Context: an optimization exercise on an open-source flow, tuned for small area. The choices shown serve that exercise and are no tape-out recipe.
At most, simulation tests tie the RTL to the original design; equivalence was not proved.
For run 6, only the layout was checked, not whether the RTL still works.
Power is estimated from default activity; no workload was simulated.

==> design/flow/design.v <==
package fbnn_pkg;
    localparam int unsigned FracBits = 16;
    localparam int unsigned DimW   = 10;
    localparam int unsigned IdxW   = 20;
    localparam int unsigned AccW   = 27;
    localparam int unsigned StepW  = 26;
    localparam int unsigned CountW = 30;
    localparam int unsigned FsizeW = 19;
    localparam int unsigned OffW   = 9;
    localparam int unsigned ModeW  = 3;
    localparam logic [2:0] RegEnabled = 3'd0;
    localparam logic [2:0] RegMode    = 3'd1;
    localparam logic [2:0] RegPal     = 3'd2;
    localparam logic [2:0] RegWidth   = 3'd3;
    localparam logic [2:0] RegHeight  = 3'd4;
    localparam logic [ModeW-1:0] ModeNtsc = 3'd0;
    localparam logic [ModeW-1:0] ModePal  = 3'd2;
    typedef struct packed {
        logic              reject;
        logic              fits;
        logic [DimW-1:0]   w;
        logic [DimW-1:0]   h;
        logic [DimW-1:0]   rw;
        logic [DimW-1:0]   rl;
        logic [FsizeW-1:0] fsize;
        logic [OffW-1:0]   xo;
        logic [OffW-1:0]   yo;
    } fbnn_geom_t;
    typedef struct packed {
        logic wr;
        logic clr_count;
    } fbnn_cfg_evt_t;
    typedef struct packed {
        logic reject;
        logic buf_sel;
    } fbnn_item_t;
    typedef struct packed {
        logic             start;
        logic [StepW-1:0] dividend;
        logic [DimW-1:0]  divisor;
    } fbnn_div_req_t;
    typedef struct packed {
        logic             done;
        logic [StepW-1:0] quotient;
    } fbnn_div_rsp_t;
    typedef enum logic [2:0] {
        BK_IDLE,
        BK_DIV_COL,
        BK_DIV_ROW,
        BK_MUL,
        BK_SUM
    } fbnn_bk_state_t;
endpackage
module framebuffer_center_or_nn_scale_addr_top #(
    parameter int unsigned MAX_CANVAS_DIM = 1024
) (
    input  logic        clk,
    input  logic        rst_n,
    input  logic        psel,
    input  logic        penable,
    input  logic        pwrite,
    input  logic [4:0]  paddr,
    input  logic [31:0] pwdata,
    output logic [31:0] prdata,
    output logic        pready,
    input  logic        req_valid,
    output logic        req_ready,
    input  logic        buffer_select,
    output logic        rsp_valid,
    input  logic        rsp_ready,
    output logic        status,
    output logic [19:0] source_index,
    output logic [19:0] dest_index,
    output logic        frame_last,
    output logic [31:0] control_word
);
    function automatic logic [26:0] rca(input logic [25:0] a, input logic [25:0] b,
                                        input logic ci);
        logic c;
        c = ci;
        for (int i = 0; i < 26; i++)
        begin
            rca[i] = a[i] ^ b[i] ^ c;
            c = (a[i] & b[i]) | (c & (a[i] ^ b[i]));
        end
        rca[26] = c;
    endfunction
    logic        en_reg;
    logic [2:0]  mode_reg;
    logic        pal_reg;
    logic [9:0]  w;
    logic [9:0]  h;
    logic [2:0]  idx;
    logic        wr;
    logic [2:0]  mode_new;
    logic        pal_new;
    logic [2:0]  eff_old, eff_new;
    logic        clr_count;
    assign idx = paddr[4:2];
    assign wr  = psel && penable && pwrite;
    assign pready = 1'b1;
    assign mode_new = (wr && idx == 3'd1) ? pwdata[2:0] : mode_reg;
    assign pal_new  = (wr && idx == 3'd2) ? pwdata[0] : pal_reg;
    assign eff_old  = (mode_reg != 3'd0) ? mode_reg : {1'b0, pal_reg, 1'b0};
    assign eff_new  = (mode_new != 3'd0) ? mode_new : {1'b0, pal_new, 1'b0};
    assign clr_count = wr && ((idx == 3'd0 && pwdata[0] && !en_reg) ||
                              ((idx == 3'd1 || idx == 3'd2) && en_reg && eff_new != eff_old));
    always_ff @(posedge clk or negedge rst_n)
    begin
        if (!rst_n)
        begin
            en_reg   <= 1'b0;
            mode_reg <= 3'd0;
            pal_reg  <= 1'b0;
            w        <= 10'd320;
            h        <= 10'd240;
        end
        else if (wr)
        begin
            case (idx)
                3'd0: en_reg   <= pwdata[0];
                3'd1: mode_reg <= pwdata[2:0];
                3'd2: pal_reg  <= pwdata[0];
                3'd3: w        <= pwdata[9:0];
                3'd4: h        <= pwdata[9:0];
                default: ;
            endcase
        end
    end
    always_comb
    begin
        case (idx)
            3'd0:    prdata = {31'b0, en_reg};
            3'd1:    prdata = {29'b0, mode_reg};
            3'd2:    prdata = {31'b0, pal_reg};
            3'd3:    prdata = {22'b0, w};
            3'd4:    prdata = {22'b0, h};
            default: prdata = 32'b0;
        endcase
    end
    logic [9:0]  rw, rl;
    logic [18:0] fsize;
    logic [24:0] mc, mr;     
    logic        c2x, r2x;
    assign c2x = (eff_old == 3'd1) || (eff_old == 3'd7);     
    assign r2x = (eff_old != 3'd0) && (eff_old != 3'd2);     
    always_comb
    begin
        case (eff_old)
            3'd0:    begin rw = 10'd320; rl = 10'd240; fsize = 19'd76800;  end
            3'd1:    begin rw = 10'd640; rl = 10'd480; fsize = 19'd307200; end
            3'd2:    begin rw = 10'd352; rl = 10'd288; fsize = 19'd101376; end
            3'd3:    begin rw = 10'd720; rl = 10'd480; fsize = 19'd345600; end
            3'd4:    begin rw = 10'd720; rl = 10'd576; fsize = 19'd414720; end
            3'd5:    begin rw = 10'd720; rl = 10'd480; fsize = 19'd345600; end
            3'd6:    begin rw = 10'd720; rl = 10'd576; fsize = 19'd414720; end
            default: begin rw = 10'd640; rl = 10'd480; fsize = 19'd307200; end
        endcase
        case (eff_old)
            3'd0:    begin mc = 25'd13421773; mr = 25'd17895698; end
            3'd1:    begin mc = 25'd13421773; mr = 25'd17895698; end
            3'd2:    begin mc = 25'd12201612; mr = 25'd14913081; end
            3'd3:    begin mc = 25'd5965233;  mr = 25'd17895698; end
            3'd4:    begin mc = 25'd5965233;  mr = 25'd14913081; end
            3'd5:    begin mc = 25'd5965233;  mr = 25'd17895698; end
            3'd6:    begin mc = 25'd5965233;  mr = 25'd14913081; end
            default: begin mc = 25'd13421773; mr = 25'd17895698; end
        endcase
    end
    logic [26:0] dxs, dys;
    logic [10:0] dxw, dyw;
    logic        fits, reject;
    logic [9:0]  ncol, nrow;
    logic [9:0]  dx_eff;
    logic [8:0]  xo_eff, yo_eff;
    assign dxs    = rca({16'b0, rw}, {16'b0, ~w}, 1'b1);
    assign dys    = rca({16'b0, rl}, {16'b0, ~h}, 1'b1);
    assign dxw    = {!dxs[10], dxs[9:0]};
    assign dyw    = {!dys[10], dys[9:0]};
    always_ff @(posedge clk)
        fits <= !dxw[10] && !dyw[10];
    assign reject = !en_reg || (w[9:1] == 9'd0) || (h[9:1] == 9'd0);
    assign ncol   = fits ? w : rw;
    assign nrow   = fits ? h : rl;
    assign dx_eff = fits ? dxw[9:0] : 10'd0;
    assign xo_eff = fits ? dxw[9:1] : 9'd0;
    assign yo_eff = fits ? dyw[9:1] : 9'd0;
    localparam logic [3:0] S_IDLE = 4'd0;    
    localparam logic [3:0] S_HOLD = 4'd1;    
    localparam logic [3:0] S_CADV = 4'd2;    
    localparam logic [3:0] S_RADV = 4'd3;    
    localparam logic [3:0] S_RL   = 4'd4;    
    localparam logic [3:0] S_GC   = 4'd5;    
    localparam logic [3:0] S_GR   = 4'd6;    
    localparam logic [3:0] S_AI   = 4'd7;    
    localparam logic [3:0] S_RL0  = 4'd8;    
    localparam logic [3:0] S_SK   = 4'd11;   
    localparam logic [3:0] S_ODD  = 4'd9;    
    localparam logic [3:0] S_FC   = 4'd10;   
    logic [3:0]  st;
    logic        in_frame;
    logic        vld;
    logic        lat;
    logic [9:0]  col, row;
    logic [5:0]  k;
    logic [17:0] cstep;
    logic [18:0] rstep;
    logic [25:0] cacc;
    logic [15:0] rfrac;
    logic        cy;         
    logic [19:0] rbase;
    logic [19:0] dst;
    logic [29:0] fc;
    logic        fz;         
    logic [9:0]  cint;
    assign cint = cacc[25:16];
    logic        gen;
    assign gen = (st == S_GC) || (st == S_GR);
    logic        mbit;
    logic        r_loop;
    logic [9:0]  r_b;
    logic [19:0] r_sum;
    logic [26:0] r_full;
    assign r_loop = (st == S_RL) || (st == S_RL0);
    always_comb
    begin
        if (r_loop)
            r_b = w;
        else if (st == S_GC)
            r_b = mbit ? w : 10'd0;
        else if (st == S_GR)
            r_b = mbit ? h : 10'd0;
        else
            r_b = reject ? 10'd0 : cint;
    end
    assign r_full = rca({6'b0, rbase}, {16'b0, r_b}, 1'b0);
    assign r_sum  = r_full[19:0];
    logic [9:0]  col_dec, row_dec;
    logic        col_end, row_end, row_zero, is_last;
    assign col_dec  = col - 10'd1;
    assign row_dec  = row - 10'd1;
    assign col_end  = (col == 10'd1);
    assign row_zero = (row[9:1] == 9'd0) && !row[0];
    assign row_end  = (row[9:1] == 9'd0) && row[0];
    assign is_last  = col_end && row_end;
    logic        k25, k_gc_end, k_gr_end, k_fc_end;
    logic [2:0]  rl_target;
    logic        rl_hit;
    assign k25      = (k == 6'd25);
    assign k_gc_end = (k == {5'd17, c2x});       
    assign k_gr_end = r2x ? (k == 6'd36) : (k == 6'd35);    
    assign k_fc_end = (k == 6'd29);
    assign rl_target = (st == S_RL0) ? {1'b0, rstep[18:17]} : rstep[18:16];
    assign rl_hit    = (k[2:0] == rl_target);
    logic        c_a, c_b, c_c, c_s;
    logic        r_a, r_b1, r_c, r_s;
    assign c_a = cacc[0];
    assign c_b = (k < 6'd18) && cstep[0];
    assign c_c = (k != 6'd0) && cy;
    assign c_s = c_a ^ c_b ^ c_c;
    assign r_a = rfrac[0];
    assign r_b1 = rstep[0];
    assign r_c = (k != 6'd0) && cy;
    assign r_s = r_a ^ r_b1 ^ r_c;
    logic        gbit;
    logic        g2x;
    assign g2x  = (st == S_GC) ? c2x : r2x;
    assign gbit = fits ? (g2x ? (k == 6'd34) : (k == 6'd33)) : r_sum[0];
    logic        skip_done;
    logic [10:0] dst_b;
    logic        dst_cin;
    logic [19:0] dst_sum;
    logic [26:0] dst_full;
    assign skip_done = row_zero;
    always_comb
    begin
        dst_b   = 11'd0;
        dst_cin = 1'b1;
        if (st == S_SK)
        begin
            dst_b   = {rw, 1'b0};
            dst_cin = 1'b0;
        end
        else if (st == S_ODD)
        begin
            dst_b   = yo_eff[0] ? {1'b0, rw} : 11'd0;
            dst_cin = 1'b0;
        end
        else if (col_end)
        begin
            dst_b = {1'b0, dx_eff};
        end
    end
    assign dst_full = rca({6'b0, dst}, {15'b0, dst_b}, dst_cin);
    assign dst_sum  = dst_full[19:0];
    assign req_ready = (st == S_IDLE);
    logic fc_b, fc_c;
    assign fc_b = fc[0] && !fz;
    assign fc_c = (k == 6'd0) || cy;
    always_ff @(posedge clk or negedge rst_n)
    begin
        if (!rst_n)
        begin
            st       <= S_IDLE;
            in_frame <= 1'b0;
            vld      <= 1'b0;
            fz       <= 1'b1;
        end
        else
        begin
            case (st)
                S_IDLE:
                begin
                    if (req_valid)
                    begin
                        if (reject)
                        begin
                            in_frame <= 1'b0;
                            vld      <= 1'b1;
                            st       <= S_HOLD;
                        end
                        else if (in_frame)
                        begin
                            if (is_last)
                            begin
                                in_frame <= 1'b0;
                                st       <= S_FC;
                            end
                            else
                            begin
                                vld <= 1'b1;
                                st  <= S_HOLD;
                            end
                        end
                        else
                        begin
                            st <= S_GC;
                        end
                    end
                end
                S_HOLD:
                begin
                    if (rsp_ready)
                    begin
                        vld <= 1'b0;
                        if (in_frame)
                            st <= col_end ? S_RADV : S_CADV;
                        else
                            st <= S_IDLE;
                    end
                end
                S_CADV: if (k25) st <= S_IDLE;
                S_RADV: if (k25) st <= S_RL;
                S_RL:   if (rl_hit) st <= S_IDLE;
                S_GC:   if (k_gc_end) st <= S_GR;
                S_GR:   if (k_gr_end) st <= S_AI;
                S_AI:   if (k25) st <= S_RL0;
                S_RL0:  if (rl_hit) st <= S_SK;
                S_SK:   if (skip_done) st <= S_ODD;
                S_ODD:
                begin
                    in_frame <= 1'b1;
                    vld      <= 1'b1;
                    st       <= S_HOLD;
                end
                S_FC:
                begin
                    if (k_fc_end)
                    begin
                        vld <= 1'b1;
                        st  <= S_HOLD;
                    end
                end
                default: st <= S_IDLE;
            endcase
            if (wr && (idx <= 3'd4))
            begin
                in_frame <= 1'b0;
            end
            if (clr_count)
                fz <= 1'b1;
            else if (st == S_FC && k_fc_end)
                fz <= 1'b0;
        end
    end
    always_ff @(posedge clk)
    begin
        if ((st == S_GC) && (k < 6'd25))
            mbit <= mc[k[4:0]];
        else if ((st == S_GR) && (k < 6'd25))
            mbit <= mr[k[4:0]];
        else
            mbit <= 1'b0;
        if (((st == S_CADV) || (st == S_RADV) || (st == S_AI)) && !k25)
            k <= k + 6'd1;
        else if ((st == S_GC) && !k_gc_end)
            k <= k + 6'd1;
        else if ((st == S_GR) && !k_gr_end)
            k <= k + 6'd1;
        else if (((st == S_RL) || (st == S_RL0)) && !rl_hit)
            k <= k + 6'd1;
        else if ((st == S_FC) && !k_fc_end)
            k <= k + 6'd1;
        else
            k <= 6'd0;
        case (st)
            S_IDLE:
            begin
                if (req_valid)
                begin
                    if (reject)
                    begin
                        rbase <= 20'd0;
                        dst   <= 20'd0;
                    end
                    else if (!in_frame)
                    begin
                        lat   <= buffer_select;
                        rbase <= 20'd0;
                    end
                end
            end
            S_HOLD:
            begin
                if (rsp_ready && in_frame)
                begin
                    dst <= dst_sum;
                    if (col_end)
                    begin
                        col <= ncol;
                        row <= row_dec;
                    end
                    else
                    begin
                        col <= col_dec;
                    end
                end
            end
            S_CADV:
            begin
                cacc <= {c_s, cacc[25:1]};
                cy  <= (c_a & c_b) | (c_c & (c_a ^ c_b));
                if (k < 6'd18)
                    cstep <= {cstep[0], cstep[17:1]};
            end
            S_RADV, S_AI:
            begin
                cacc <= {(k < 6'd17) && cstep[1], cacc[25:1]};
                if (k < 6'd18)
                    cstep <= {cstep[0], cstep[17:1]};
                if (k < 6'd16)
                begin
                    if (st == S_RADV)
                        rfrac <= {r_s, rfrac[15:1]};
                    else
                        rfrac <= {rstep[1], rfrac[15:1]};
                    cy <= (r_a & r_b1) | (r_c & (r_a ^ r_b1));
                end
                if (k < 6'd19)
                    rstep <= {rstep[0], rstep[18:1]};
            end
            S_RL:
            begin
                if (!rl_hit)
                    rbase <= r_sum;
                else if (cy)
                    rbase <= r_sum;
            end
            S_GC:
            begin
                if (k == 6'd0)
                begin
                    row <= {2'b0, yo_eff[8:1]};
                    dst <= {1'b0, lat ? fsize : 19'd0} | {11'b0, xo_eff};
                end
                cstep <= {gbit, cstep[17:1]};
                rbase <= k_gc_end ? 20'd0 : {1'b0, r_sum[19:1]};
            end
            S_GR:
            begin
                rstep <= {gbit, rstep[18:1]};
                rbase <= k_gr_end ? 20'd0 : {1'b0, r_sum[19:1]};
            end
            S_RL0:
            begin
                if (!rl_hit)
                    rbase <= r_sum;
            end
            S_SK:
            begin
                if (!skip_done)
                begin
                    dst <= dst_sum;
                    row <= row_dec;
                end
            end
            S_ODD:
            begin
                dst <= dst_sum;
                col <= ncol;
                row <= nrow;
            end
            S_FC:
            begin
                fc    <= {fc_b ^ fc_c, fc[29:1]};
                cy <= fc_b && fc_c;
            end
            default: ;
        endcase
    end
    assign rsp_valid    = vld;
    assign status       = reject;
    assign source_index = r_sum;
    assign dest_index   = dst;
    assign frame_last   = !reject && !in_frame;
    assign control_word = frame_last ? {fz ? 30'd0 : fc, 1'b0, lat} : 32'd0;
endmodule
==> design/flow/flow/run.sh <==
#!/bin/bash
# The standard layout (standard.sh), with two changes to how it is made:
#  - the port buffers use the smallest buffer cell, sky130_fd_sc_hd__buf_1;
#  - clock tree synthesis inserts no dummy loads.
# Everything else, including synthesis, is the standard flow unchanged.
set -o pipefail
export BUFFER_PORTS_ARGS="-buffer_cell sky130_fd_sc_hd__buf_1"
export CTS_ARGS="-sink_clustering_enable -repair_clock_nets -sink_clustering_size 16 -sink_clustering_max_diameter 80 -buf_list sky130_fd_sc_hd__clkbuf_8 -dont_use_dummy_load"
bash standard.sh > standard.log 2>&1
status=$?
tail -20 standard.log
exit $status
==> design/flow/standard.sh <==
#!/bin/bash
# synth_recipe.tcl (not shown) runs the flow's synth.tcl, then flattens the netlist and writes it again
# the make line also repeats each setting of config.mk as NAME=value (left out here)
make -C /OpenROAD-flow-scripts/flow DESIGN_CONFIG=/design/flow/config.mk WORK_HOME=/design/flow/orfs CLKGATE_MAP_FILE= SYNTH_SCRIPT=/design/flow/synth_recipe.tcl "${@:-finish}"
==> design/flow/config.mk <==
export PLATFORM = sky130hd
export DESIGN_NAME = framebuffer_center_or_nn_scale_addr_top
export DESIGN_NICKNAME = framebuffer_center_or_nn_scale_addr_top
export VERILOG_FILES = /design/flow/design.v
export SDC_FILE = /design/flow/constraint.sdc
export NUM_CORES = 4
export LEC_CHECK = 0
export CAP_MARGIN = 20
export CORE_MARGIN = 2
export CORE_UTILIZATION = 60
export SETUP_SLACK_MARGIN = -0.2
export SLEW_MARGIN = 20
==> design/flow/constraint.sdc <==
create_clock -name core_clock -period 10.0 [get_ports {clk}]
set_input_delay 2.0000 -clock core_clock [delete_from_list [all_inputs] [get_ports {clk}]]
set_output_delay 2.0000 -clock core_clock [all_outputs]
set_load 0.01 [all_outputs]
==> flow_summary.ini, run 1 <==
[die]
die_area_sq_mm = 0.0202
core_sq_mm = 0.0187
fp.dieH_um = 142
io_pins = 154
die_w_um = 142
initial_core_util_pct = 61.2
num_rows = 50

[sta]
max_slew_margin_pct = 30.2
final_max_slew_viol_count = 0
period_share_pct = 98.1
tightest_slew_ns = 1.05
worst_slack_ns = 0.195
max_freq_mhz = 102
fin_skew_ns = 0.0530
fin_setup_tns_ns = 0
hold_viol_final = 0
fin_crit_ns = 9.81
setup_viol = 0
whs_ns = 0.390

[route]
ant_nets = 0
wl_per_cell_um = 20.3
via_per_inst = 6.01
drc = 0
vias = 7988
drt_wl_total_mm = 27.0
dr.pass1.iters = 5
first_iter_violations = 740

[cells_and_area]
stdcell_count = 1329
top_register = fc
n_fill_cell = 1522
n_antenna_cell = 0
area_growth_pct = 6.93
nets = 1212
design_area_sq_mm = 0.0122
post-route-util_pct = 65.4
largestRegisters = fc x30, cacc x26
largest_reg_flops = 30
post_route_cells_drive_above_1_share_pct = 7.95

[placed_design]
gp_congestion = 0.935
place_ws_ns = 0.671
dpl_cell_area_sq_mm = 0.0120
hpwlAfterDp_mm = 19.6
dp.cells = 1312
portBuffers = 105

[synthesis]
synth_edf_count = 171
ys_warn_count = 1
synth_area_sq_mm = 0.0114
synth.distinct_cells = 82
synth_cells = 1003
syn_area_per_cell_sq_um = 11.4
synth_seq_cells = 211
synth-async-reset-ratio_pct = 15.2
synth_seq_area_share_pct = 53.3
synth_top_flop_cell = edfxtp_1

[worst_setup_path]
rr_worst_depth = 30
crit_slowest_cell = dfstp_2
timing.critical_path.mode_cell = ha_1
cp_top_family = adder cells
cp_max_fo = 10
worst-path-buf-inv = 4
rr_endpoint = rbase[18]
r2r_setup_slack_ns = 2.41
crit_start = w[6]
end_kind = primary output
crit_end = source_index[19]
path_depth = 30
required_ns = 8.00
cp_slowest_stage_delay_ns = 0.45
crit_path_start_kind = flop
cp.arrival_ns = 7.81
crit_type = flop to primary output
timing.rr.start = w[6]

[clock_network]
cts.sinks = 211
cts_buffers = 17
htree_levels = 1
postCtsSetupBuffers = 0
clkSlewWorstSetupHoldPaths_ns = 0.10
cts_tree = yes
clk_latency_ns = 0.54
clockBufferDepth = 3
clockRootBuffer = clkbuf_8

[min_path]
hp-class = flop to flop

[pwr]
p_leak_nw = 4.52
max-vdd-ir-drop_v = 0.000215
fin_total_pwr_mw = 3.43
powerDensity_mw_per_mm2 = 280

[global_route]
grt.total_usage_pct = 27.1
grt_pass1_vias = 7595
grt_max_degree = 38
grt_util_met1_pct = 39.6
grt_pass1_wl_mm = 41.9
grt_util_met2_pct = 43.0
antenna_found_initial = 0
globalRouteMet3Util_pct = 4.31
busiest_layer = met2
grt_overflow = 0

[flow_run]
drv_cap = 0

[run_status]
status = timing/DRC/antenna clean
cell type report:
type                    count  area [sq um]  area share (%)
well taps                 234           293            2.39
inverters                  59           226            1.85
clock buffers              17           234            1.91
repair buffers            124           538            4.39
multi-input cells         684          4840            39.6
flip-flops and latches    211          6110            49.9
worst min path at each step:
stage / to / startpoint / slack, ns / cells after the start
5_1_grt: cacc[4] / cacc[5] / 0.38 / 0
3_3_place_gp: rstep[8] / rstep[9] / 0.40 / 0
6_report: cacc[4] / cacc[5] / 0.39 / 0
4_1_cts: cacc[4] / cacc[5] / 0.39 / 0
2_1_floorplan: cacc[0] / cacc[1] / 0.40 / 0
3_5_place_dp: rfrac[9] / rfrac[10] / 0.40 / 0
worst reg2reg max path, delay by kind of cell, from the launching register on:
| kind | cells | cell delay (ns) |
|---|---|---|
| AOI/OAI and AO/OA | 3 | 0.48 |
| xor gates and xnor gates | 1 | 0.19 |
| adders and majority gates | 19 | 5.09 |
| buffers and inverters | 3 | 0.22 |
| DFF | 1 | 0.45 |
| and+or+nand+nor | 4 | 0.89 |
Yosys cell counts (7+ instances only):
library cell  number  area share [%]
a21oi_1           32             1.4
a22o_1            24             1.8
a22oi_1           12            0.79
a31oi_1            8            0.44
and2_1            34             1.9
buf_2              9            0.39
buf_4             26             1.7
clkbuf_1          30            0.98
dfrtp_1           25             5.5
dfstp_2            7             1.6
dfxtp_1            8             1.4
edfxtp_1         171              45
fa_1              34             5.9
ha_1              36             3.9
inv_1             53             1.7
mux2_2            11             1.1
mux2i_1           13             1.1
nand2_1          103             3.4
nand2b_1           7            0.38
nand3_1           31             1.4
nor2_1            52             1.7
nor2b_1           14            0.76
nor3_1            21            0.92
nor4_1             9            0.49
o21ai_0           81             3.5
o22ai_1           10            0.55
or3_1              9            0.49
xnor2_1           19             1.5
xor2_1            10            0.76
per-layer routing:
| metal | routed length (um) | part of all wire, % |
|---|---|---|
| met1 | 12200 | 45 |
| met2 | 12300 | 46 |
| met3 | 1860 | 6.9 |
| met4 | 575 | 2.1 |
| met5 | 0 | 0 |
cell families after synthesis:
kind of cell | count (synthesis) | synth area share [%]
buffers and inverters | 130 | 5.46
xor gates and xnor gates | 29 | 2.22
DFF | 211 | 53.3
adders and majority gates | 70 | 9.88
and+or+nand+nor | 316 | 14.0
muxes | 27 | 2.55
other | 2 | 0.0656
AOI/OAI and AO/OA | 218 | 12.5
cells in the final DEF (no fill, tap or decap), types with 12 or more instances in the layout:
cell	count
edfxtp_1	171
buf_1	104
nand2_1	103
o21ai_0	81
inv_1	52
nor2_1	50
ha_1	36
and2_1	34
fa_1	34
a21oi_1	32
nand3_1	31
a22o_1	24
conb_1	24
dfrtp_1	24
xnor2_1	19
nor3_1	19
buf_4	19
clkbuf_8	17
nor2b_1	14
mux2i_1	13
a22oi_1	12
power breakdown:
part           total, mW  internal [mW]  switching (mW)
sequential          1.51           1.30           0.208
clock              0.419          0.153           0.266
combinational       1.50          0.539           0.959
total               3.43           1.99            1.43
repair_timing:
item,4_1_cts,5_1_grt
endpoints found under the setup margin,0,1
hold buffers,0,0
resized for setup,0,4
hold endpoints to repair,0,0
==> run 2: changes to the inputs <==
--- a/design/flow/config.mk
+++ b/design/flow/config.mk
@@ -10,3 +10,3 @@
 export CORE_UTILIZATION = 60
-export SETUP_SLACK_MARGIN = -0.2
+export SETUP_SLACK_MARGIN = -0.5
 export SLEW_MARGIN = 20
==> run 2 against run 1 <==
Against the previous run:
- count of clock-buffer cells in the layout did not move
- clock power barely moved
- highest routed layer unchanged
- non-clock buffer count did not move
- largest cell class unchanged
- critical endpoint unchanged
==> flow_summary.ini, run 2 <==
[synthesis]
yosysTopAreaCellShare_pct = 44.9
netlist_top_cells_area = edfxtp_1, fa_1, dfrtp_1, ha_1, o21ai_0
synthTopCellsByCount = edfxtp_1, nand2_1, o21ai_0, inv_1, nor2_1
synth_area_sq_mm = 0.0114
yosysMostFrequentCell = edfxtp_1
synth_seq_area_share_pct = 53.3
syn_area_per_cell_sq_um = 11.4
synth.distinct_cells = 82
synth_seq_cells = 211
yosys.area.top_type = edfxtp_1
ys_warn_count = 1
synth_cells = 1003
synth-async-reset-ratio_pct = 15.2
synth_edf_count = 171
synth_top_flop_cell = edfxtp_1

[placed_design]
dp.cells = 1312
hpwlAfterDp_mm = 19.6
gp_congestion = 0.935
dpl_cell_area_sq_mm = 0.0120
portBuffers = 105

[worst_setup_path]
cp.arrival_ns = 7.88
crit_path_start_kind = flop
timing.critical_path.mode_cell = ha_1
crit_slowest_cell = dfrtp_1
cp_max_fo = 14
required_ns = 8.00
end_kind = primary output
cp_slowest_stage_delay_ns = 0.56
crit_type = flop to primary output

[global_route]
grt_pass1_wl_mm = 41.9
grt_overflow = 0
grt_util_met1_pct = 39.6
antenna_found_initial = 0
globalRouteMet3Util_pct = 4.31
grt_util_met2_pct = 43.0
grt.total_usage_pct = 27.1
grt_pass1_vias = 7595
grt_max_degree = 38
busiest_layer = met2

[cells_and_area]
post_route_cells_drive_above_1_share_pct = 7.58
top_register = fc
largest_reg_flops = 30
layout.cells.most_common = edfxtp_1
design_area_sq_mm = 0.0122
area_growth_pct = 6.78
layout_common_cells = edfxtp_1, buf_1, nand2_1
post-route-util_pct = 65.4
nets = 1212
largestRegisters = fc x30, cacc x26
n_antenna_cell = 0
stdcell_count = 1329

[route]
via_per_inst = 6.00
first_iter_violations = 787
vias = 7977
wl_per_cell_um = 20.3
dr.pass1.iters = 5
drc = 0
drt_wl_total_mm = 27.0
ant_nets = 0

[clock_network]
clockBufferDepth = 3
hold_buffers = 0
cts.sinks = 211
clockRootBuffer = clkbuf_8
postCtsSetupBuffers = 0
clk_latency_ns = 0.54
cts_tree = yes
htree_levels = 1
cts-resized-gates = 0
cts_buffers = 17
clkSlewWorstSetupHoldPaths_ns = 0.09

[min_path]
hp-class = flop to flop

[die]
num_rows = 50
core_sq_mm = 0.0187
fp.dieH_um = 142
initial_core_util_pct = 61.2
die_w_um = 142
die_area_sq_mm = 0.0202
io_pins = 154

[sta]
hold_viol_final = 0
period_share_pct = 98.8
max_freq_mhz = 101
fin_crit_ns = 9.88
setup_viol = 0
tightest_slew_ns = 1.07
fin_setup_tns_ns = 0
fin_skew_ns = 0.0521
max_slew_margin_pct = 28.8
final_max_slew_viol_count = 0

[pwr]
fin_total_pwr_mw = 3.42
p_leak_nw = 4.52
max-vdd-ir-drop_v = 0.000217
powerDensity_mw_per_mm2 = 280

[run_status]
status = timing/DRC/antenna clean

[flow_run]
drv_cap = 0
==> run 2: cells by family (layout without fill, tap and decap cells) <==
logic type               count (synthesis)  count (layout)  synth area share [%]
adder cells (fa/ha/maj)                 70              70                  9.88
AND/OR/NAND/NOR                        316             316                  14.0
other                                    2              24                0.0656
AO/OA/AOI/OAI                          218             218                  12.5
buffers and inverters                  130             200                  5.46
XOR/XNOR                                29              29                  2.22
multiplexers                            27              27                  2.55
flip-flops                             211             211                  53.3
==> run 2: cell type report <==
type,count,area [sq um]
clock buffers,17,234
well taps,234,293
repair buffers,124,538
fillers,1524,6480
flip-flops and latches,211,6100
multi-input cells,684,4830
inverters,59,226
==> run 2: where the power goes <==
group	switching (mW)	leakage, nW	internal, mW
combinational	0.957	2.37	0.537
sequential	0.207	2.03	1.30
clock	0.267	0.122	0.153
total	1.43	4.52	1.99
==> run 2: critical path: cells and delay by family, from the launching register on <==
kind,cells,cell delay (ns)
adder cells (fa/ha/maj),19,5.05
AO/OA/AOI/OAI,2,0.29
buffers and inverters,3,0.31
AND/OR/NAND/NOR,3,0.92
flip-flops,1,0.56
XOR/XNOR,1,0.23
==> run 2: metrics by stage <==
stage	hold WS, ns	worst slack, ns
after global placement	0.403	0.777
final	0.391	0.122
after detailed placement	0.405	0.671
after CTS	0.389	0.125
after global routing	0.380	-0.323
after floorplan	0.400	1.13
==> run 2: layer usage <==
metal / up-vias / share of wire, %
li1: 3762 / -
met1: 3854 / 45
met2: 321 / 46
met3: 40 / 7.3
met4: 0 / 2.3
met5: - / 0
==> run 2: final timing paths <==
check,endpoint,depth (start not counted),slack [ns],startpoint
worst max-delay path,source_index[19],28,0.12,st[3]
worst min-delay path,cacc[4],0,0.39,cacc[5]
worst max register to register,rbase[18],28,2.39,st[3]
worst min register to register,cacc[4],0,0.39,cacc[5]
max in group asynchronous,mode_reg[0],1,7.85,rst_n
min in group asynchronous,vld,1,1.57,rst_n
==> run 3: changes to the inputs <==
--- a/design/flow/config.mk
+++ b/design/flow/config.mk
@@ -7,2 +7,3 @@
 export LEC_CHECK = 0
+export ABC_AREA = 1
 export CAP_MARGIN = 20
@@ -10,3 +11,2 @@
 export CORE_UTILIZATION = 60
-export SETUP_SLACK_MARGIN = -0.5
 export SLEW_MARGIN = 20
==> run 3 against run 2 <==
Against the previous run:
- still clean
- fmax up 2.7%
- setup slack better by 0.26 ns
- count of clock-buffer cells in the layout unchanged
- first-iteration DRC count up 4.3%
- critical path type unchanged
==> flow_summary.ini, run 3 <==
[run_status]
status = timing/DRC/antenna clean

[synthesis]
yosysTopAreaCellShare_pct = 44.6
synth_cells = 1207
ys_warn_count = 1
synth_seq_area_share_pct = 53.0
synthTopCellsByCount = nand2_1, inv_1, edfxtp_1, nor2_1, o21ai_0
synth.distinct_cells = 49
synth_seq_cells = 211
yosysMostFrequentCell = nand2_1
synth_top_flop_cell = edfxtp_1
yosys.area.top_type = edfxtp_1
synth-async-reset-ratio_pct = 15.2
synth_area_sq_mm = 0.0115
netlist_top_cells_area = edfxtp_1, nand2_1, fa_1, inv_1, dfrtp_1
synth_edf_count = 171
syn_area_per_cell_sq_um = 9.55

[clock_network]
clockRootBuffer = clkbuf_8
cts_tree = yes
cts_buffers = 17
clkSlewWorstSetupHoldPaths_ns = 0.10
htree_levels = 1
clk_latency_ns = 0.54
cts.sinks = 211
clockBufferDepth = 3

[placed_design]
place_ws_ns = 0.651
dp.cells = 1518
portBuffers = 105
hpwlAfterDp_mm = 19.6
dpl_cell_area_sq_mm = 0.0120
gp_congestion = 0.923

[cells_and_area]
stdcell_count = 1542
top_register = fc
layout.cells.most_common = nand2_1
nets = 1425
largest_reg_flops = 30
design_area_sq_mm = 0.0123
post-route-util_pct = 65.8
layout_common_cells = nand2_1, inv_1, edfxtp_1
largestRegisters = fc x30, cacc x26
n_antenna_cell = 0
area_growth_pct = 7.10
post_route_cells_drive_above_1_share_pct = 6.04

[die]
die_w_um = 143
initial_core_util_pct = 61.4
die_area_sq_mm = 0.0203
num_rows = 50
core_sq_mm = 0.0188
fp.dieH_um = 143
io_pins = 154

[worst_setup_path]
cp_max_fo = 8
cp.arrival_ns = 7.61
required_ns = 8.00
crit_path_start_kind = flop
crit_slowest_cell = dfrtp_1
crit_type = flop to primary output
cp_slowest_stage_delay_ns = 0.44
timing.critical_path.mode_cell = ha_1
end_kind = primary output

[sta]
max_freq_mhz = 104
fin_skew_ns = 0.0552
worst_slack_ns = 0.385
period_share_pct = 96.1
max_slew_margin_pct = 38.1
fin_crit_ns = 9.61
tightest_slew_ns = 0.927
setup_viol = 0
fin_setup_tns_ns = 0
whs_ns = 0.413
hold_viol_final = 0
final_max_slew_viol_count = 0

[route]
dr_wl_met3_mm = 1.61
m1WireLength_mm = 11.9
wl_per_cell_um = 17.5
drc = 0
drt_wl_total_mm = 27.0
via_per_inst = 5.61
first_iter_violations = 821
wl_met2_mm = 12.5
vias = 8653
dr.pass1.iters = 5
ant_nets = 0
highest_layer = met4

[global_route]
grt.total_usage_pct = 26.7
grt_overflow = 0
grt_max_degree = 35
grt_pass1_vias = 8096
grt_pass1_wl_mm = 42.1
antenna_found_initial = 0

[pwr]
p_leak_nw = 5.12
max-vdd-ir-drop_v = 0.000218
powerDensity_mw_per_mm2 = 272
fin_total_pwr_mw = 3.36

[min_path]
hp-class = flop to flop

[flow_run]
drv_cap = 0
## run 3: changes by cell type after synthesis, sizes merged, moves of 14 or more
cell   change
xnor2     -15
o22ai     +21
mux2      -14
nand2    +125
nor2      +78
a22o      -24
nand3     +35
o21ai     +34
nor2b     -14
inv      +126
and2      -34
## run 3: area by class of cell
type | count | area (sq um)
Multi-Input combinational cell | 775 | 4490
Tap cell | 234 | 293
Fill cell | 1629 | 6420
Timing Repair Buffer | 123 | 531
Inverter | 182 | 689
Sequential cell | 211 | 6110
Clock buffer | 17 | 234
## run 3: cells by family (layout without fill, tap and decap cells)
| group | after synthesis | after routing | share of synthesized area (%) |
|---|---|---|---|
| fa+ha+maj | 70 | 70 | 9.81 |
| other cells | 2 | 24 | 0.0652 |
| buf+inv | 243 | 322 | 8.98 |
| flops | 211 | 211 | 53.0 |
| xor+xnor | 11 | 11 | 0.836 |
| simple gates | 454 | 454 | 16.6 |
| compound gates | 216 | 216 | 10.7 |
## run 3: what timing repair did
| action | 4_1_cts | 5_1_grt |
|---|---|---|
| endpoints found under the setup margin | 0 | 2 |
| setup buffers | 0 | 7 |
| hold endpoints to repair | 0 | 0 |
| hold buffers | 0 | 0 |
| resized for setup | 0 | 7 |
## run 3: final timing paths
path | start | to | slack [ns] | cells after the start
worst max-delay path | st[3] | source_index[19] | 0.39 | 32
worst min-delay path | cacc[14] | cacc[13] | 0.41 | 0
worst max register to register | st[3] | rbase[18] | 2.67 | 31
worst min register to register | cacc[14] | cacc[13] | 0.41 | 0
max in group asynchronous | rst_n | st[2] | 7.85 | 1
min in group asynchronous | rst_n | vld | 1.56 | 1
## run 3: worst max-delay path, delay by kind of cell, from the launching register on
family                     cells  cell delay (ns)
DFF                            1             0.44
AOI/OAI and AO/OA              2             0.16
xor gates and xnor gates       1             0.21
buffers and inverters          6             0.59
adders and majority gates     19             5.07
and+or+nand+nor                4             0.60
## run 3: report_power, final
part	internal, mW	total (mW)	switching [mW]	leakage [nW]
clock	0.153	0.421	0.268	0.122
combinational	0.457	1.43	0.973	2.95
sequential	1.33	1.51	0.180	2.04
total	1.94	3.36	1.42	5.12
## run 3: per-layer routing
layer | vias up | track usage, %
met5 | - | 0
li1 | 4187 | -
met1 | 4065 | 37.8
met3 | 65 | 2.86
met2 | 336 | 43.2
met4 | 0 | 10.1
==> run 4: changes to the inputs <==
--- a/design/flow/config.mk
+++ b/design/flow/config.mk
@@ -7,3 +7,2 @@
 export LEC_CHECK = 0
-export ABC_AREA = 1
 export CAP_MARGIN = 20
==> run 4 against run 3 <==
Against the previous run:
- utilization fell by 0.20 points
- clock power about the same
- first-iteration DRC count decreased by 10%
- sequential power about the same
- routed wire length fell by 0.20%
- fmax increased by 0.59%
- final cell count fell by 14%
==> flow_summary.ini, run 4 <==
[run_status]
status = timing/DRC/antenna clean

[pwr]
fin_total_pwr_mw = 3.43
p_sw_mw = 1.43
powerDensity_mw_per_mm2 = 280
p_leak_nw = 4.53
p_clk_share_pct = 12.2
p_seq_share_pct = 44.0
power_frac_comb_pct = 43.8
p_int_mw = 2.00
max-vdd-ir-drop_v = 0.000217
netSwitchingFraction_pct = 41.8

[die]
core_sq_mm = 0.0187
initial_core_util_pct = 61.2
io_pins = 154
die_area_sq_mm = 0.0202
die_w_um = 142
num_rows = 50
fp.dieH_um = 142

[flow_run]
drv_cap = 0

[placed_design]
hpwlAfterDp_mm = 19.6
portBuffers = 105
gp_congestion = 0.935

[sta]
hold_viol_final = 0
tightest_slew_ns = 1.06
setup_viol = 0
whs_ns = 0.389
period_share_pct = 95.6
rsz0062_at_grt = no
max_slew_margin_pct = 29.1
fin_skew_ns = 0.0527
final_max_slew_viol_count = 0
max_freq_mhz = 105
fin_setup_tns_ns = 0
fin_crit_ns = 9.56

[worst_setup_path]
crit_slowest_cell = dfstp_2
crit_path_start_kind = flop
cp.arrival_ns = 7.56
timing.rr.start = w[6]
cp_max_fo = 10
end_kind = primary output
cp_slowest_stage_delay_ns = 0.45
timing.critical_path.mode_cell = ha_1
crit_start = w[6]
required_ns = 8.00
crit_type = flop to primary output

[route]
dr.pass1.iters = 8
via_per_inst = 5.98
vias = 7953
ant_nets = 0
first_iter_violations = 738
drt_wl_total_mm = 27.0
drc = 0
wl_per_cell_um = 20.3

[min_path]
hp-class = flop to flop
hold_start = cacc[5]

[synthesis]
synth_seq_cells = 211
yosysTopAreaCellShare_pct = 44.9
synth_area_sq_mm = 0.0114
synth-async-reset-ratio_pct = 15.2
synth.distinct_cells = 82
synth_edf_count = 171
yosysMostFrequentCell = edfxtp_1
ys_warn_count = 1
syn_area_per_cell_sq_um = 11.4
synthTopCellsByCount = edfxtp_1, nand2_1, o21ai_0, inv_1, nor2_1
synth_cells = 1003
yosys.area.top_type = edfxtp_1
synth_top_flop_cell = edfxtp_1
synth_seq_area_share_pct = 53.3
netlist_top_cells_area = edfxtp_1, fa_1, dfrtp_1, ha_1, o21ai_0

[cells_and_area]
area_growth_pct = 7.13
post-route-util_pct = 65.6
largest_reg_flops = 30
n_antenna_cell = 0
post_route_cells_drive_above_1_share_pct = 8.58
nets = 1213
largestRegisters = fc x30, cacc x26
layout_common_cells = edfxtp_1, buf_1, nand2_1
layout.cells.most_common = edfxtp_1
top_register = fc

[clock_network]
cts_tree = yes
clockBufferDepth = 3
htree_levels = 1
cts_buffers = 17
clockRootBuffer = clkbuf_8
cts.sinks = 211
clk_latency_ns = 0.54
clkSlewWorstSetupHoldPaths_ns = 0.10
hold_buffers = 0

[global_route]
grt_pass1_vias = 7595
antenna_found_initial = 0
grt_pass1_wl_mm = 41.9
grt.total_usage_pct = 27.1
grt_max_degree = 38
grt_overflow = 0
-- run 4: worst paths after layout --
| kind | end | cells past startpoint | slack [ns] |
|---|---|---|---|
| worst max-delay path | source_index[19] | 30 | 0.44 |
| min in group asynchronous | vld | 1 | 1.56 |
| max in group asynchronous | st[2] | 1 | 7.81 |
| worst max register to register | rbase[18] | 31 | 2.51 |
| worst min-delay path | cacc[4] | 0 | 0.39 |
| worst min register to register | cacc[4] | 0 | 0.39 |
-- run 4: per-stage QoR --
step / cell area (sq um) / worst slack, ns / instances
2_1_floorplan: 11500 / 1.13 / 1025
3_3_place_gp: 12000 / 0.777 / 1312
3_5_place_dp: 12000 / 0.671 / 1312
4_1_cts: 12200 / 0.125 / 1329
5_1_grt: 12300 / 0.0536 / 1330
6_report: 12300 / 0.442 / 1330
-- run 4: power by group through the flow --
stage / Combinational, mW / Sequential, mW / Clock [mW]
2_1_floorplan: 1.07 / 1.44 / 0
3_3_place_gp: 1.48 / 1.52 / 0
3_5_place_dp: 1.49 / 1.52 / 0
4_1_cts: 1.50 / 1.51 / 0.435
5_1_grt: 1.67 / 1.54 / 0.464
6_report: 1.50 / 1.51 / 0.420
-- run 4: what timing repair did --
item,in CTS,in global routing
setup endpoints to repair,0,2
gates resized for setup,0,12
buffers inserted,0,1
-- run 4: area by class of cell --
type | instances | area (sq um)
flip-flops and latches | 211 | 6110
multi-input cells | 684 | 4860
inverters | 59 | 226
clock buffers | 17 | 234
repair buffers | 125 | 547
well taps | 234 | 293
fillers | 1526 | 6440
-- run 4: routing by layer --
layer | global-route usage [%] | wire length (um)
met4 | 6.58 | 575
met5 | 0 | 0
met2 | 43.0 | 12400
met1 | 39.6 | 12300
met3 | 4.31 | 1730
-- run 4: critical path, delay by kind of cell (launching register included) --
kind                     cells  cell delay, ns
flip-flops                   1            0.45
AO/OA/AOI/OAI                2            0.25
buffers and inverters        4            0.35
adder cells (fa/ha/maj)     19            5.07
AND/OR/NAND/NOR              4            0.76
XOR/XNOR                     1            0.14
-- run 4: cell families (layout without fill, tap and decap cells) --
| kind of cell | count (synthesis) | after routing | synth area share, % |
|---|---|---|---|
| compound gates | 218 | 218 | 12.5 |
| xor+xnor | 29 | 29 | 2.22 |
| fa+ha+maj | 70 | 70 | 9.88 |
| buf+inv | 130 | 201 | 5.46 |
| flops | 211 | 211 | 53.3 |
| mux | 27 | 27 | 2.55 |
| other cells | 2 | 24 | 0.0656 |
| simple gates | 316 | 316 | 14.0 |
==> run 5: changes to the inputs <==
==> design/flow/flow/run.sh (replaced) <==
#!/bin/bash
# The standard layout (standard.sh), with these changes to how it is made:
#  - the port buffers use the smallest buffer cell, sky130_fd_sc_hd__buf_1;
#  - clock tree synthesis clusters at most 16 sinks within 80 um per
#    clkbuf_8 and inserts no dummy loads;
#  - timing-driven global placement keeps none of its trial buffering
#    (GPL_KEEP_OVERFLOW=0); the repair steps after it fix what timing needs.
# Everything else, including synthesis, is the standard flow unchanged.
set -o pipefail
export BUFFER_PORTS_ARGS="-buffer_cell sky130_fd_sc_hd__buf_1"
export GPL_KEEP_OVERFLOW=0
export CTS_ARGS="-sink_clustering_enable -repair_clock_nets -sink_clustering_size 16 -sink_clustering_max_diameter 80 -buf_list sky130_fd_sc_hd__clkbuf_8 -dont_use_dummy_load"
bash standard.sh > standard.log 2>&1
status=$?
tail -20 standard.log
exit $status
==> run 5 against run 4 <==
Against the previous run:
- critical path depth is the same
- largest power group unchanged
- clock power grew 2%
- largest cell class unchanged
- routed wire length grew 0.60%
==> flow_summary.ini, run 5 <==
[run_status]
status = timing/DRC/antenna clean

[cells_and_area]
top_register = fc
design_area_sq_mm = 0.0123
area_growth_pct = 7.62
register_area_sq_mm = 0.00611
post_route_cells_drive_above_1_share_pct = 9.28
n_antenna_cell = 0
n_fill_cell = 1535
layout_common_cells = edfxtp_1, buf_1, nand2_1
largest_reg_flops = 30
post-route-util_pct = 65.9
largestRegisters = fc x30, cacc x26
multi_input_area_sq_mm = 0.00491
nets = 1205
layout.cells.most_common = edfxtp_1

[synthesis]
synth_top_flop_cell = edfxtp_1
synth.distinct_cells = 82
synth_seq_area_share_pct = 53.3
synthTopCellsByCount = edfxtp_1, nand2_1, o21ai_0, inv_1, nor2_1
yosysTopAreaCellShare_pct = 44.9
synth_cells = 1003
synthSimpleGateAreaFrac_pct = 14.0
synth_edf_count = 171
synth_compound_area_share_pct = 12.5
synth_area_sq_mm = 0.0114
synthXorXnorAreaFrac_pct = 2.22
netlist_top_cells_area = edfxtp_1, fa_1, dfrtp_1, ha_1, o21ai_0
synth_seq_cells = 211
synthMuxAreaShare_pct = 2.55
yosysMostFrequentCell = edfxtp_1
synth-adder-area-share_pct = 9.88
synth_top_family_by_area = simple AND/OR/NAND/NOR gates
yosys.area.top_type = edfxtp_1
ys_warn_count = 1
synth-async-reset-ratio_pct = 15.2
syn_area_per_cell_sq_um = 11.4

[sta]
worst_slack_ns = 0.391
max_freq_mhz = 104
tightest_slew_ns = 1.05
hold_viol_final = 0
setup_viol = 0
period_share_pct = 96.1
fin_crit_ns = 9.61
final_max_slew_viol_count = 0
max_slew_margin_pct = 30.0
fin_skew_ns = 0.0449

[route]
first_iter_violations = 727
drt_wl_total_mm = 27.1
drc = 0
via_per_inst = 6.09
wl_per_cell_um = 20.5
dr.pass1.iters = 6
ant_nets = 0
vias = 8049

[placed_design]
gp_congestion = 0.966
dpl_cell_area_sq_mm = 0.0120
portBuffers = 105
place_ws_ns = 0.131
hpwlAfterDp_mm = 19.9

[worst_setup_path]
rr_endpoint = dst[19]
cp_max_fo = 10
cp.arrival_ns = 7.61
crit_path_start_kind = flop
required_ns = 8.00
r2r_setup_slack_ns = 2.63
crit_slowest_cell = dfstp_2
crit_start = w[6]
timing.rr.start = mode_reg[0]
end_kind = primary output
rr_worst_depth = 24
crit_type = flop to primary output
timing.critical_path.mode_cell = ha_1
cp_slowest_stage_delay_ns = 0.45
crit_end = source_index[19]

[die]
die_area_sq_mm = 0.0202
num_rows = 50
initial_core_util_pct = 61.2
die_w_um = 142
fp.dieH_um = 142
io_pins = 154
core_sq_mm = 0.0187

[clock_network]
clk_latency_ns = 0.54
htree_levels = 1
clockBufferDepth = 3
cts.sinks = 211
clockRootBuffer = clkbuf_8
cts_buffers = 17
clkSlewWorstSetupHoldPaths_ns = 0.10
cts_tree = yes

[global_route]
grt_pass1_wl_mm = 41.4
grt.total_usage_pct = 26.7
grt_overflow = 0
antenna_found_initial = 0
grt_max_degree = 30
grt_pass1_vias = 7414

[flow_run]
drv_cap = 0

[pwr]
powerDensity_mw_per_mm2 = 280
max-vdd-ir-drop_v = 0.000203
p_leak_nw = 4.51

[min_path]
hp-class = flop to flop
run 5: repair_timing:
action	in CTS	in global routing
gates resized for setup	5	20
cloned	0	0
hold buffers	0	0
pin swaps	0	1
endpoints found under the setup margin	3	3
buffers inserted	0	3
run 5: per-layer routing:
metal  share of wire, %  GRT usage [%]  vias to the layer above
li1                   -              -                     3742
met1                 45           40.0                     3965
met2                 46           41.5                      301
met3                6.6           3.87                       41
met4                2.3           6.58                        0
met5                  0              0                        -
run 5: area by class of cell:
class,count,share of cell area [%]
Sequential cell,211,49.6
Multi-Input combinational cell,684,39.8
Timing Repair Buffer,117,4.41
Tap cell,234,2.38
Clock buffer,17,1.90
Inverter,59,1.87
run 5: worst max-delay path, delay by kind of cell, from the launching register on:
kind	cells	cell delay [ns]
AOI/OAI and AO/OA	2	0.25
xor gates and xnor gates	1	0.16
buffers and inverters	4	0.37
and+or+nand+nor	4	0.76
adders and majority gates	19	5.09
DFF	1	0.45
run 5: kinds of logic (layout without fill, tap and decap cells):
kind of cell	after synthesis	in the layout
other	2	24
AOI/OAI and AO/OA	218	218
xor gates and xnor gates	29	29
and+or+nand+nor	316	316
muxes	27	27
buffers and inverters	130	193
DFF	211	211
adders and majority gates	70	70
run 5: worst min path at each step:
| stage | from | endpoint | slack [ns] | cells after the start |
|---|---|---|---|---|
| finish | cacc[4] | cacc[3] | 0.38 | 0 |
| floorplan | cacc[1] | cacc[0] | 0.40 | 0 |
| global placement | cstep[2] | cstep[1] | 0.40 | 0 |
| global route | cacc[4] | cacc[3] | 0.40 | 0 |
| CTS | cacc[4] | cacc[3] | 0.39 | 0 |
| detailed placement | rstep[3] | rstep[2] | 0.41 | 0 |
run 5: power breakdown:
part,switching (mW),total (mW),internal [mW]
registers,0.223,1.53,1.30
logic,0.954,1.50,0.545
clock network,0.273,0.427,0.154
total,1.45,3.45,2.00
run 5: through the flow:
| stage | setup TNS (ns) | std cells | power, mW | hold slack (ns) |
|---|---|---|---|---|
| 2_1_floorplan | 0 | 1025 | 2.51 | 0.400 |
| 3_3_place_gp | -0.183 | 1293 | 2.96 | 0.402 |
| 3_5_place_dp | 0 | 1302 | 3.01 | 0.405 |
| 4_1_cts | 0 | 1319 | 3.44 | 0.394 |
| 5_1_grt | -0.0620 | 1322 | 3.68 | 0.396 |
| 6_report | 0 | 1322 | 3.45 | 0.385 |
==> run 6: changes to the inputs <==
--- a/design/flow/design.v
+++ b/design/flow/design.v
@@ -142,9 +142,12 @@
     logic [18:0] fsize;
-    logic [24:0] mc, mr;     
+    logic [24:0] mc, mr;
+    logic [2:0]  eff;
+    always_ff @(posedge clk)
+        eff <= eff_old;     
     logic        c2x, r2x;
-    assign c2x = (eff_old == 3'd1) || (eff_old == 3'd7);     
-    assign r2x = (eff_old != 3'd0) && (eff_old != 3'd2);     
+    assign c2x = (eff == 3'd1) || (eff == 3'd7);     
+    assign r2x = (eff != 3'd0) && (eff != 3'd2);     
     always_comb
     begin
-        case (eff_old)
+        case (eff)
             3'd0:    begin rw = 10'd320; rl = 10'd240; fsize = 19'd76800;  end
@@ -158,3 +161,3 @@
         endcase
-        case (eff_old)
+        case (eff)
             3'd0:    begin mc = 25'd13421773; mr = 25'd17895698; end
@@ -470,3 +473,3 @@
             begin
-                if (k == 6'd0)
+                if (k == 6'd1)
                 begin
==> design/flow/flow/run.sh (replaced) <==
#!/bin/bash
# The standard layout (standard.sh), with two changes to how it is made:
#  - the port buffers use the smallest buffer cell, sky130_fd_sc_hd__buf_1;
#  - clock tree synthesis inserts no dummy loads.
# Everything else, including synthesis, is the standard flow unchanged.
set -o pipefail
export BUFFER_PORTS_ARGS="-buffer_cell sky130_fd_sc_hd__buf_1"
export CTS_ARGS="-sink_clustering_enable -repair_clock_nets -sink_clustering_size 16 -sink_clustering_max_diameter 80 -buf_list sky130_fd_sc_hd__clkbuf_8 -dont_use_dummy_load"
bash standard.sh > standard.log 2>&1
status=$?
tail -20 standard.log
exit $status
==> run 6 against run 5 <==
Against the previous run:
- die area rose by 0.82%
- critical path type unchanged
- count of clock-buffer cells in the layout unchanged
- clock power fell by 2%
- critical path depth rose by 4
- first-iteration DRC count down 5.5%
- highest routed layer unchanged
- area after synthesis is 0.84% higher
- clock skew rose by 0.018 ns
- cell area grew 0.45%
- global-route usage shrank 0.80 points
- synthesized cell count grew 0.40%
- combinational power fell by 13%
- sequential cell count is 3 higher
==> flow_summary.ini, run 6 <==
[synthesis]
synthMuxAreaShare_pct = 2.58
yosysMostFrequentCell = edfxtp_1
synth_top_flop_cell = edfxtp_1
synth.distinct_cells = 81
netlist_top_cells_area = edfxtp_1, fa_1, dfrtp_1, ha_1, nand2_1
synth_compound_area_share_pct = 13.0
syn_area_per_cell_sq_um = 11.5
synth-async-reset-ratio_pct = 15.0
synthSimpleGateAreaFrac_pct = 13.3
synth_edf_count = 171
yosysTopAreaCellShare_pct = 44.5
synth_seq_cells = 214
synthXorXnorAreaFrac_pct = 2.34
synth_area_sq_mm = 0.0115
synth-adder-area-share_pct = 9.80
synth_cells = 1007
synth_top_family_by_area = simple AND/OR/NAND/NOR gates
yosys.area.top_type = edfxtp_1
ys_warn_count = 1
synthTopCellsByCount = edfxtp_1, nand2_1, inv_1, o21ai_0, nor2_1
synth_seq_area_share_pct = 53.4

[route]
m1WireLength_mm = 12.1
first_iter_violations = 687
drt_wl_total_mm = 26.1
ant_nets = 0
wl_met2_mm = 11.4
vias = 8049
wl_per_cell_um = 19.7
dr_wl_met3_mm = 1.94
via_per_inst = 6.07
highest_layer = met4
drc = 0
dr.pass1.iters = 5

[pwr]
p_leak_nw = 4.59
fin_total_pwr_mw = 3.17
powerDensity_mw_per_mm2 = 256
max-vdd-ir-drop_v = 0.000209

[die]
core_sq_mm = 0.0188
io_pins = 154
fp.dieH_um = 143
initial_core_util_pct = 61.5
num_rows = 50
die_area_sq_mm = 0.0204
die_w_um = 143

[worst_setup_path]
crit_type = flop to primary output
crit_slowest_cell = dfrtp_1
cp_max_fo = 10
end_kind = primary output
cp_top_family = adder cells
worst-path-buf-inv = 8
cp_slowest_stage_delay_ns = 0.49
timing.critical_path.mode_cell = ha_1
cp.arrival_ns = 7.48
crit_path_start_kind = flop
required_ns = 8.00

[cells_and_area]
largestRegisters = fc x30, cacc x26
area_growth_pct = 7.20
post_route_cells_drive_above_1_share_pct = 8.14
layout_common_cells = edfxtp_1, buf_1, nand2_1
largest_reg_flops = 30
top_register = fc
n_antenna_cell = 0
n_fill_cell = 1497
multi_input_area_sq_mm = 0.00490
nets = 1210
layout.cells.most_common = edfxtp_1
register_area_sq_mm = 0.00617

[global_route]
grt_overflow = 0
grt_pass1_wl_mm = 40.9
grt_pass1_vias = 7454
grt.total_usage_pct = 25.9
antenna_found_initial = 0
grt_max_degree = 38

[clock_network]
clkSlewWorstSetupHoldPaths_ns = 0.11
cts_buffers = 17
postCtsSetupBuffers = 0
clk_latency_ns = 0.54
htree_levels = 1
cts.sinks = 214
clockRootBuffer = clkbuf_8
cts_tree = yes
clockBufferDepth = 3

[run_status]
status = timing/DRC/antenna clean

[sta]
max_freq_mhz = 106
fin_crit_ns = 9.48
fin_setup_tns_ns = 0
hold_viol_final = 0
fin_skew_ns = 0.0630
tightest_slew_ns = 1.06
rsz0062_at_grt = no
max_slew_margin_pct = 29.2
setup_viol = 0
period_share_pct = 94.8
final_max_slew_viol_count = 0
whs_ns = 0.362

[placed_design]
hpwlAfterDp_mm = 18.7
portBuffers = 105
gp_congestion = 0.919

[flow_run]
drv_cap = 0

[min_path]
hp-class = flop to flop
==> run 6: cells by family (layout without fill, tap and decap cells) <==
family	Yosys count	in the layout
XOR/XNOR	30	30
AND/OR/NAND/NOR	298	298
flip-flops	214	214
buffers and inverters	142	206
adder cells (fa/ha/maj)	70	70
AO/OA/AOI/OAI	225	225
multiplexers	26	26
other	2	24
==> run 6: cell type report <==
class / count / area share (%)
Sequential cell: 214 / 49.8
Multi-Input combinational cell: 673 / 39.6
Timing Repair Buffer: 125 / 4.41
Tap cell: 234 / 2.37
Inverter: 64 / 1.94
Clock buffer: 17 / 1.89
==> run 6: what timing repair did <==
item                       4_1_cts  5_1_grt
hold buffers                     0        0
resized for setup                0        6
setup endpoints to repair        0        3
==> run 6: metrics by stage <==
step | area [sq um] | utilization, % | instances | setup slack [ns]
2_1_floorplan | 11600 | - | 1029 | 1.53
3_3_place_gp | 12100 | 64.6 | 1310 | 0.939
3_5_place_dp | 12100 | 64.6 | 1310 | 0.809
4_1_cts | 12400 | 65.8 | 1327 | 0.221
5_1_grt | 12400 | 65.9 | 1327 | 0.0219
6_report | 12400 | 65.9 | 1327 | 0.524
==> run 6: worst paths after layout <==
| check | from | to | depth (start not counted) | slack [ns] |
|---|---|---|---|---|
| worst max-delay path | w[2] | source_index[19] | 34 | 0.52 |
| min in group asynchronous | rst_n | w[9] | 1 | 1.56 |
| max in group asynchronous | rst_n | st[0] | 1 | 7.85 |
| worst max register to register | eff[2] | dst[19] | 23 | 2.75 |
| worst min register to register | rfrac[12] | rfrac[11] | 0 | 0.36 |
| worst min-delay path | rfrac[12] | rfrac[11] | 0 | 0.36 |
==> run 6: where the power goes <==
| part | leakage (nW) | total [mW] | switching (mW) | internal [mW] |
|---|---|---|---|---|
| sequential | 2.05 | 1.44 | 0.175 | 1.27 |
| clock | 0.122 | 0.419 | 0.265 | 0.154 |
| combinational | 2.42 | 1.30 | 0.830 | 0.473 |
==> run 6: layer usage <==
layer  global-route usage (%)  vias up
li1                         -     3765
met1                     40.0     3900
met2                     38.9      338
met3                     3.92       46
met4                     6.20        0
met5                        0        -
==> run 7: changes to the inputs <==
--- a/design/flow/design.v
+++ b/design/flow/design.v
@@ -142,12 +142,9 @@
     logic [18:0] fsize;
-    logic [24:0] mc, mr;
-    logic [2:0]  eff;
-    always_ff @(posedge clk)
-        eff <= eff_old;     
+    logic [24:0] mc, mr;     
     logic        c2x, r2x;
-    assign c2x = (eff == 3'd1) || (eff == 3'd7);     
-    assign r2x = (eff != 3'd0) && (eff != 3'd2);     
+    assign c2x = (eff_old == 3'd1) || (eff_old == 3'd7);     
+    assign r2x = (eff_old != 3'd0) && (eff_old != 3'd2);     
     always_comb
     begin
-        case (eff)
+        case (eff_old)
             3'd0:    begin rw = 10'd320; rl = 10'd240; fsize = 19'd76800;  end
@@ -161,3 +158,3 @@
         endcase
-        case (eff)
+        case (eff_old)
             3'd0:    begin mc = 25'd13421773; mr = 25'd17895698; end
@@ -473,3 +470,3 @@
             begin
-                if (k == 6'd1)
+                if (k == 6'd0)
                 begin
--- a/design/flow/flow/run.sh
+++ b/design/flow/flow/run.sh
@@ -7,3 +7,3 @@
 export BUFFER_PORTS_ARGS="-buffer_cell sky130_fd_sc_hd__buf_1"
-export CTS_ARGS="-sink_clustering_enable -repair_clock_nets -sink_clustering_size 16 -sink_clustering_max_diameter 80 -buf_list sky130_fd_sc_hd__clkbuf_8 -dont_use_dummy_load"
+export CTS_ARGS="-sink_clustering_enable -repair_clock_nets -sink_clustering_size 10 -sink_clustering_max_diameter 60 -buf_list sky130_fd_sc_hd__clkbuf_4 -dont_use_dummy_load"
 bash standard.sh > standard.log 2>&1
==> run 7 against run 6 <==
Against the previous run:
- combinational power increased by 18%
- synthesized cell count decreased by 0.40%
- clock skew decreased by 0.011 ns
- global-route usage increased by 1.2 points
- largest power group is now combinational logic
==> flow_summary.ini, run 7 <==
[sta]
tightest_slew_ns = 1.06
period_share_pct = 96.4
final_max_slew_viol_count = 0
whs_ns = 0.395
fin_crit_ns = 9.64
worst_slack_ns = 0.360
max_freq_mhz = 104
fin_setup_tns_ns = 0
setup_viol = 0
fin_skew_ns = 0.0517
max_slew_margin_pct = 29.3
hold_viol_final = 0

[synthesis]
yosys.area.top_type = edfxtp_1
ys_warn_count = 1
synthTopCellsByCount = edfxtp_1, nand2_1, o21ai_0, inv_1, nor2_1
synth_seq_area_share_pct = 53.3
yosysTopAreaCellShare_pct = 44.9
netlist_top_cells_area = edfxtp_1, fa_1, dfrtp_1, ha_1, o21ai_0
synth_top_flop_cell = edfxtp_1
synth-async-reset-ratio_pct = 15.2
synth_seq_cells = 211
synth_cells = 1003
syn_area_per_cell_sq_um = 11.4
yosysMostFrequentCell = edfxtp_1
synth_edf_count = 171
synth_area_sq_mm = 0.0114
synth.distinct_cells = 82

[worst_setup_path]
crit_slowest_cell = dfrtp_1
cp_top_family = adder cells
cp.arrival_ns = 7.64
crit_type = flop to primary output
cp_slowest_stage_delay_ns = 0.48
required_ns = 8.00
timing.critical_path.mode_cell = ha_1
worst-path-buf-inv = 5
cp_max_fo = 10
crit_path_start_kind = flop
end_kind = primary output

[route]
wl_met2_mm = 12.5
via_per_inst = 5.99
vias = 8077
m1WireLength_mm = 12.3
drc = 0
wl_per_cell_um = 20.3
highest_layer = met4
dr.pass1.iters = 6
dr_wl_met3_mm = 2.01
drt_wl_total_mm = 27.3
first_iter_violations = 794
ant_nets = 0

[die]
fp.dieH_um = 142
die_area_sq_mm = 0.0202
initial_core_util_pct = 61.2
num_rows = 50
io_pins = 154
core_sq_mm = 0.0187
die_w_um = 142

[pwr]
p_clk_share_pct = 11.3
max-vdd-ir-drop_v = 0.000218
p_leak_nw = 4.57
p_seq_share_pct = 44.1
p_sw_mw = 1.45
fin_total_pwr_mw = 3.42
p_int_mw = 1.97
power_frac_comb_pct = 44.6
netSwitchingFraction_pct = 42.3
powerDensity_mw_per_mm2 = 278

[cells_and_area]
largestRegisters = fc x30, cacc x26
post_route_cells_drive_above_1_share_pct = 10.5
stdcell_count = 1349
layout.cells.most_common = edfxtp_1
multi_input_area_sq_mm = 0.00488
top_register = fc
register_area_sq_mm = 0.00611
layout_common_cells = edfxtp_1, buf_1, nand2_1
largest_reg_flops = 30
area_growth_pct = 7.66
n_fill_cell = 1534
post-route-util_pct = 65.9
design_area_sq_mm = 0.0123
nets = 1231

[global_route]
grt_pass1_wl_mm = 42.0
grt_max_degree = 38
grt_pass1_vias = 7667
grt_overflow = 0
antenna_found_initial = 1
grt.total_usage_pct = 27.1

[clock_network]
cts_tree = yes
clockRootBuffer = clkbuf_4
cts.sinks = 211
clkSlewWorstSetupHoldPaths_ns = 0.11
htree_levels = 1
cts_buffers = 25
clockBufferDepth = 3
clk_latency_ns = 0.67

[placed_design]
place_ws_ns = 0.671
dpl_cell_area_sq_mm = 0.0120
hpwlAfterDp_mm = 19.6
gp_congestion = 0.935
dp.cells = 1312
portBuffers = 105

[flow_run]
drv_cap = 0

[min_path]
hp-class = flop to flop

[run_status]
status = timing/DRC/antenna clean
==> run 7: cell types whose count changed after synthesis, moves of 5 or more <==
cell / change
nand3_1: +7
nand2_1: +7
mux2i_1: +5
or3_1: +7
and2_1: -7
o21ai_1: -15
a21oi_1: -5
o21ai_0: +29
clkbuf_1: -11
inv_1: -10
==> run 7: final cells by class <==
| type | instances | area share, % |
|---|---|---|
| Timing Repair Buffer | 135 | 5.05 |
| Antenna cell | 1 | 0.0203 |
| Clock buffer | 25 | 1.52 |
| Inverter | 59 | 1.84 |
| Sequential cell | 211 | 49.6 |
| Multi-Input combinational cell | 684 | 39.6 |
| Tap cell | 234 | 2.38 |
==> run 7: path summary, 6_finish.rpt <==
check,startpoint,end,slack (ns),cells after the start
max in group asynchronous,rst_n,w[2],7.92,1
min,cacc[3],cacc[2],0.39,0
min reg2reg,cacc[3],cacc[2],0.39,0
max,w[5],source_index[19],0.36,30
max reg2reg,w[5],rbase[18],2.61,31
min in group asynchronous,rst_n,en_reg,1.45,1
==> run 7: worst reg2reg max path: cells and delay by family (launching register included) <==
family	cells	cell delay, ns
xor+xnor	1	0.15
fa+ha+maj	19	5.07
buf+inv	5	0.55
compound gates	3	0.43
flops	1	0.48
simple gates	3	0.50
==> run 7: kinds of logic (layout without fill, tap and decap cells) <==
| family | Yosys count | in the layout | synth area share [%] |
|---|---|---|---|
| buffers and inverters | 130 | 219 | 5.46 |
| and+or+nand+nor | 316 | 316 | 14.0 |
| muxes | 27 | 27 | 2.55 |
| AOI/OAI and AO/OA | 218 | 218 | 12.5 |
| other | 2 | 25 | 0.0656 |
| DFF | 211 | 211 | 53.3 |
| xor gates and xnor gates | 29 | 29 | 2.22 |
| adders and majority gates | 70 | 70 | 9.88 |
==> run 7: power groups by stage <==
stage | Combinational, mW | Sequential, mW | Clock, mW
finish | 1.53 | 1.51 | 0.386
global route | 1.69 | 1.54 | 0.426
CTS | 1.50 | 1.51 | 0.401
detailed placement | 1.49 | 1.52 | 0
global placement | 1.48 | 1.52 | 0
floorplan | 1.07 | 1.44 | 0
==> run 7: layer usage <==
layer	vias up	global-route usage, %
met5	-	0
met2	350	43.1
li1	3807	-
met3	43	4.21
met4	0	7.32
met1	3877	39.3
==> run 7: what timing repair did <==
| action | CTS | global route |
|---|---|---|
| gates resized for setup | 2 | 17 |
| setup buffers | 0 | 11 |
| pin swaps | 0 | 1 |
| hold buffers | 0 | 0 |
| setup endpoints to repair | 1 | 3 |

==> what the ideal ports hide <==
The flow's constraints put no driver on any port. The routed layouts listed below were extracted and timed again, unchanged, in two steps.
Step 1: set_driving_cell puts a clkbuf_16 on clk and a buf_2 on each other input, an assumption about the parent block.
Step 2 times the ports against the registers' clock, not the clock port: input delays grow and output delays shrink by t, the midpoint of the rising clock arrivals with the driver on.
Three values: ideal ports, drivers, drivers and shift; two values: the first two.
run	t (ns)	setup slack, ns	worst slew at a driven data input, ns
run 1	0.556	0.195 / 0.150 / 0.707	0.04
run 2	0.557	0.122 / 0.078 / 0.635	0.04
run 3	0.561	0.385 / 0.339 / 0.900	0.03
run 4	0.557	0.442 / 0.398 / 0.955	0.04
run 5	0.561	0.391 / 0.352 / 0.913	0.04
run 6	0.550	0.524 / 0.481 / 1.031	0.04
run 7	0.689	0.360 / 0.318 / 1.006	0.04
After both steps setup and hold are still met in every run listed.
